Context: an optimization exercise on an open-source flow, tuned for small area. The choices shown serve that exercise and are no tape-out recipe.
Where RTL was checked, it was by simulation tests only, not by an equivalence proof against the original.
Power and IR drop assume default switching activity.

== job 9690 ==
==> flow/design.v (excerpt) <==
module frame_dec_top #(
    parameter logic [31:0] SYNC_WORD = 32'h1234_807F,
    parameter int          K_HASHES  = 5
) (
    input  logic        USER_CLK,
    input  logic        SYSTEM_RESET,
    input  logic        cs_i,
    input  logic [31:0] rx_data_i,
    output logic        synched_o,
    output logic        busy_o,
    output logic [7:0]  byte_o,
    output logic        byte_valid_o,
    output logic [31:0] frame_count_o
);
Size: ~660 cells after synthesis, roughly 78 I/O pins, about 4900 µm² of cells after synthesis.
Settings: LEC_CHECK=0, CAP_MARGIN=0, CORE_MARGIN=2, CORE_UTILIZATION=40, GPL_TIMING_DRIVEN=0, SLEW_MARGIN=0; clock period 8.0 ns.
standard.sh (not shown) runs the stock make flow with config.mk's settings and CLKGATE_MAP_FILE= SYNTH_SCRIPT=/design/flow/synth_recipe.tcl, a recipe that flattens the netlist after the stock synthesis.
==> flow/flow/run.sh <==
#!/bin/bash
# The standard layout with three changes:
#  - synthesis is the standard flow's own script, except that ABC maps the logic with
#    flow/abc_map.script, an area-oriented script, and adders are left to
#    ABC instead of being mapped to half-adder cells first (the registers
#    come from dfflibmap before ABC runs, so they are the standard
#    synthesis's)
#  - the port buffers use the smallest buffer cell
#  - the clock tree uses small buffers and no dummy loads
set -euo pipefail
W=$PWD
{
    echo 'proc synth {args} { yosys synth -nofsm -noshare {*}$args }'
    echo "proc abc {args} { set i [lsearch -exact \$args -script]; if {\$i >= 0} { lset args [expr {\$i + 1}] $W/flow/abc_map.script }; yosys abc {*}\$args }"
    tail -n +2 "$W/synth_recipe.tcl"
} > "$W/own_synth.tcl"
sed -e "s#SYNTH_SCRIPT=[^ ]*#SYNTH_SCRIPT=$W/own_synth.tcl#" \
    -e "s#CLKGATE_MAP_FILE= #CLKGATE_MAP_FILE= ADDER_MAP_FILE= #" "$W/standard.sh" > "$W/own_standard.sh"
grep -q "SYNTH_SCRIPT=$W/own_synth.tcl" "$W/own_standard.sh"
grep -q "ADDER_MAP_FILE= " "$W/own_standard.sh"
export BUFFER_PORTS_ARGS="-buffer_cell sky130_fd_sc_hd__buf_1"
export CTS_ARGS="-sink_clustering_enable -repair_clock_nets -dont_use_dummy_load -root_buf sky130_fd_sc_hd__clkbuf_8 -buf_list sky130_fd_sc_hd__clkbuf_4"
bash "$W/own_standard.sh" > "$W/flow_standard.log" 2>&1
==> flow/flow/abc_map.script <==
strash
&get -n
&st
&syn3
&dch -f
&put
amap -F 2 -A 8 -m
topo
dnsize -c
Job 9690 went all the way through synthesis, placement and routing and the layout is clean on timing, DRC and antenna.
Here is what was changed in the inputs of job 2338 compared with job 9690.
-- flow/design.v --
<<< job 9690, line 15
);
    logic [1:0]  pm_q;
    logic        hit_q;
    logic [1:0]  off_q;       
    logic        syn_q;
    logic        rdy_q;
    logic [4:0]  cnt_q;
    logic        shift;
>>> job 2338, line 15
);
    logic [1:0]  pm_q;
    logic [1:0]  fs_q;        
    logic        hit_q;
    logic [1:0]  off_q;       
    logic        syn_q;
    logic        rdy_q;
    assign hit_q = fs_q == 2'd1;
    assign syn_q = fs_q == 2'd2;
    assign rdy_q = fs_q == 2'd3;
    logic [4:0]  cnt_q;
    logic        shift;
<<< job 9690, line 39
        begin
            pm_q      <= 2'd0;
            hit_q     <= 1'b0;
            syn_q     <= 1'b0;
            rdy_q     <= 1'b0;
        end
        else if (cs_i)
>>> job 2338, line 43
        begin
            pm_q      <= 2'd0;
            fs_q      <= 2'd0;
        end
        else if (cs_i)
<<< job 9690, line 48
            begin
                if (release_w)
                    rdy_q <= 1'b0;
            end
            else
            begin
                pm_q      <= syn_q ? 2'd0 : pm_next;   
                hit_q     <= ~syn_q & (|m);
                if (syn_q)
                begin
                    if (cnt_q == 5'd31)
                    begin
                        syn_q <= 1'b0;
                        rdy_q <= 1'b1;
                    end
                end
                else if (hit_q)
                    syn_q <= 1'b1;
            end
        end
>>> job 2338, line 50
            begin
                if (release_w)
                    fs_q <= 2'd0;
            end
            else
            begin
                pm_q <= syn_q ? 2'd0 : pm_next;   
                if (syn_q)
                begin
                    if (cnt_q == 5'd31)
                        fs_q <= 2'd3;
                end
                else if (hit_q)
                    fs_q <= 2'd2;
                else
                    fs_q <= {1'b0, |m};
            end
        end
<<< job 9690, line 188
        tog[0] = cs_i && st_q == S_SRCH && found;
        for (int i = 0; i < 32; i++)
            tog[i+1] = tog[i] & count_q[i];
    end
    always_ff @(posedge USER_CLK)
>>> job 2338, line 188
        tog[0] = cs_i && st_q == S_SRCH && found;
        for (int i = 0; i < 32; i++)
            tog[i+1] = (i == 15) ? tog[0] & (&count_q[15:0]) : tog[i] & count_q[i];
    end
    always_ff @(posedge USER_CLK)
### Flow results
The area growth from synthesis to layout of job 2338 and that of job 9690 are within noise of each other.
Sort job 2338 and job 9690 by final worst-path cycle share, descending, and job 2338 comes first.
Looking only at shortest period the worst path allows, and setting everything else aside, the higher value of job 2338 and job 9690 goes to job 2338.
Summary of job 2338 over job 9690: net switching share of the total power picked up an extra 0.98 points, final cell count lost 7, power consumed by the clock network picked up an extra about 2%, via count picked up an extra 1.1%, sink count of the clock tree lost 1.2%.
Number of cell instances on the worst register-to-register path for job 2338: 1 up relative to job 9690
Job 2338: met2 global-route usage lower than job 9690


Setup of alpha:
frame_dec_top again, from the RTL that the note above started with.
==> flow/config.mk <==
export PLATFORM = sky130hd
export DESIGN_NAME = frame_dec_top
export DESIGN_NICKNAME = frame_dec_top
export VERILOG_FILES = /design/flow/design.v
export SDC_FILE = /design/flow/constraint.sdc
export NUM_CORES = 4
export LEC_CHECK = 0
export CAP_MARGIN = 0
export CORE_MARGIN = 2
export CORE_UTILIZATION = 40
export SLEW_MARGIN = 0
==> flow/constraint.sdc <==
create_clock -name core_clock -period 8.0 [get_ports {USER_CLK}]
set_input_delay 1.6000 -clock core_clock [delete_from_list [all_inputs] [get_ports {USER_CLK}]]
set_output_delay 1.6000 -clock core_clock [all_outputs]
set_load 0.01 [all_outputs]
==> flow/flow/run.sh <==
#!/bin/bash
# The standard layout with three changes:
#  - synthesis is the standard flow's own script, except that ABC maps the logic with
#    flow/abc_map.script, an area-oriented script (the registers come from
#    dfflibmap before ABC runs, so they are the standard synthesis's)
#  - the port buffers use the smallest buffer cell
#  - the clock tree uses small buffers and no dummy loads
set -euo pipefail
W=$PWD
{
    echo 'proc synth {args} { yosys synth -nofsm -noshare {*}$args }'
    echo "proc abc {args} { set i [lsearch -exact \$args -script]; if {\$i >= 0} { lset args [expr {\$i + 1}] $W/flow/abc_map.script }; yosys abc {*}\$args }"
    tail -n +2 "$W/synth_recipe.tcl"
} > "$W/own_synth.tcl"
sed "s#SYNTH_SCRIPT=[^ ]*#SYNTH_SCRIPT=$W/own_synth.tcl#" "$W/standard.sh" > "$W/own_standard.sh"
grep -q "SYNTH_SCRIPT=$W/own_synth.tcl" "$W/own_standard.sh"
export BUFFER_PORTS_ARGS="-buffer_cell sky130_fd_sc_hd__buf_1"
export CTS_ARGS="-sink_clustering_enable -repair_clock_nets -dont_use_dummy_load -root_buf sky130_fd_sc_hd__clkbuf_8 -buf_list sky130_fd_sc_hd__clkbuf_4"
bash "$W/own_standard.sh" > "$W/flow_standard.log" 2>&1
Scripts as last shown in full above: flow/flow/abc_map.script
What beta does differently from alpha at the input level:
--- a/flow/design.v
+++ b/flow/design.v
@@ -6,59 +6,65 @@
     input  logic        USER_CLK,
     input  logic        SYSTEM_RESET,
     input  logic        cs_i,
     input  logic [31:0] rx_data_i,
     output logic        synched_o,
     output logic        busy_o,
     output logic [7:0]  byte_o,
     output logic        byte_valid_o,
     output logic [31:0] frame_count_o
 );
-    logic [1:0]  pm_q;
+    logic [2:0]  pm_q;
+    logic        prev_ok_q;   
     logic        hit_q;
     logic [1:0]  off_q;       
     logic        syn_q;
     logic        rdy_q;
     logic [4:0]  cnt_q;
     logic        shift;
     logic [3:0]  m;
     logic [1:0]  m_off;
     logic        release_w;
     assign shift = cs_i & ~rdy_q;
-    assign m[0] = pm_q == 2'd1 && rx_data_i[7:0]  == SYNC_WORD[31:24];
-    assign m[1] = pm_q == 2'd2 && rx_data_i[15:0] == SYNC_WORD[31:16];
-    assign m[2] = pm_q == 2'd3 && rx_data_i[23:0] == SYNC_WORD[31:8];
+    assign m[0] = prev_ok_q && pm_q[0] && rx_data_i[7:0]  == SYNC_WORD[31:24];
+    assign m[1] = prev_ok_q && pm_q[1] && rx_data_i[15:0] == SYNC_WORD[31:16];
+    assign m[2] = prev_ok_q && pm_q[2] && rx_data_i[23:0] == SYNC_WORD[31:8];
     assign m[3] = rx_data_i == SYNC_WORD;
     assign m_off = m[0] ? 2'd0 : m[1] ? 2'd1 : m[2] ? 2'd2 : 2'd3;
-    logic [1:0] pm_next;
-    assign pm_next = rx_data_i[31:8]  == SYNC_WORD[23:0] ? 2'd1 :
-                     rx_data_i[31:16] == SYNC_WORD[15:0] ? 2'd2 :
-                     rx_data_i[31:24] == SYNC_WORD[7:0]  ? 2'd3 : 2'd0;
-    always_ff @(posedge USER_CLK)
-    begin
-        if (SYSTEM_RESET)
-        begin
-            pm_q      <= 2'd0;
+    always_ff @(posedge USER_CLK)
+    begin
+        if (cs_i)
+        begin
+            pm_q[0] <= rx_data_i[31:8]  == SYNC_WORD[23:0];
+            pm_q[1] <= rx_data_i[31:16] == SYNC_WORD[15:0];
+            pm_q[2] <= rx_data_i[31:24] == SYNC_WORD[7:0];
+        end
+    end
+    always_ff @(posedge USER_CLK)
+    begin
+        if (SYSTEM_RESET)
+        begin
+            prev_ok_q <= 1'b0;
             hit_q     <= 1'b0;
             syn_q     <= 1'b0;
             rdy_q     <= 1'b0;
         end
         else if (cs_i)
         begin
             if (rdy_q)
             begin
                 if (release_w)
                     rdy_q <= 1'b0;
             end
             else
             begin
-                pm_q      <= syn_q ? 2'd0 : pm_next;   
+                prev_ok_q <= ~syn_q;   
                 hit_q     <= ~syn_q & (|m);
                 if (syn_q)
                 begin
                     if (cnt_q == 5'd31)
                     begin
                         syn_q <= 1'b0;
                         rdy_q <= 1'b1;
                     end
                 end
                 else if (hit_q)
Changes observed in beta relative to alpha: flip-flop and latch count now larger; first-iteration detailed-routing DRC count now smaller. Routed wire in beta totals more than in alpha. The run showing the smaller number of non-clock inverters is alpha. alpha -> beta: flip-flop and latch area increased by a few percent. Post-route core utilization delta for beta relative to alpha: 0.23 points higher. alpha → beta: total power went up 2.3%, final worst setup slack has increased, portion of total power attributed to the clock network decreased 0.8 points. Against alpha as the reference, beta delivers a higher highest clock rate.
No functional check of the RTL was part of beta.

[what the ideal ports hide]
The results above use ideal ports. As a check the final layouts listed here were re-extracted and re-timed, cells and wires unchanged.
Step 1 assumes that a clkbuf_16 drives the clock port and a buf_2 every other input.
Step 2, shift: input delay + t, output delay - t, t = (earliest + latest rising clock arrival at the registers) / 2. This alone moves slack from input paths to output paths.
Slacks: no drivers / after step 1 / after step 2; pairs: no drivers / after step 1.
run	t (ns)	setup slack, ns	clock arrival spread, ns
job 9690	0.398	0.969 / 0.983 / 0.584	0.023 / 0.023
job 2338	0.403	0.820 / 0.838 / 0.434	0.019 / 0.019
alpha	0.396	0.424 / 0.440 / 0.044	0.021 / 0.020
beta	0.393	0.455 / 0.467 / 0.075	0.025 / 0.025
After both steps every run listed still meets setup and hold. The setup slack of job 2338, which loses most, moves by +0.018 ns with the drivers and by -0.386 ns with both steps.
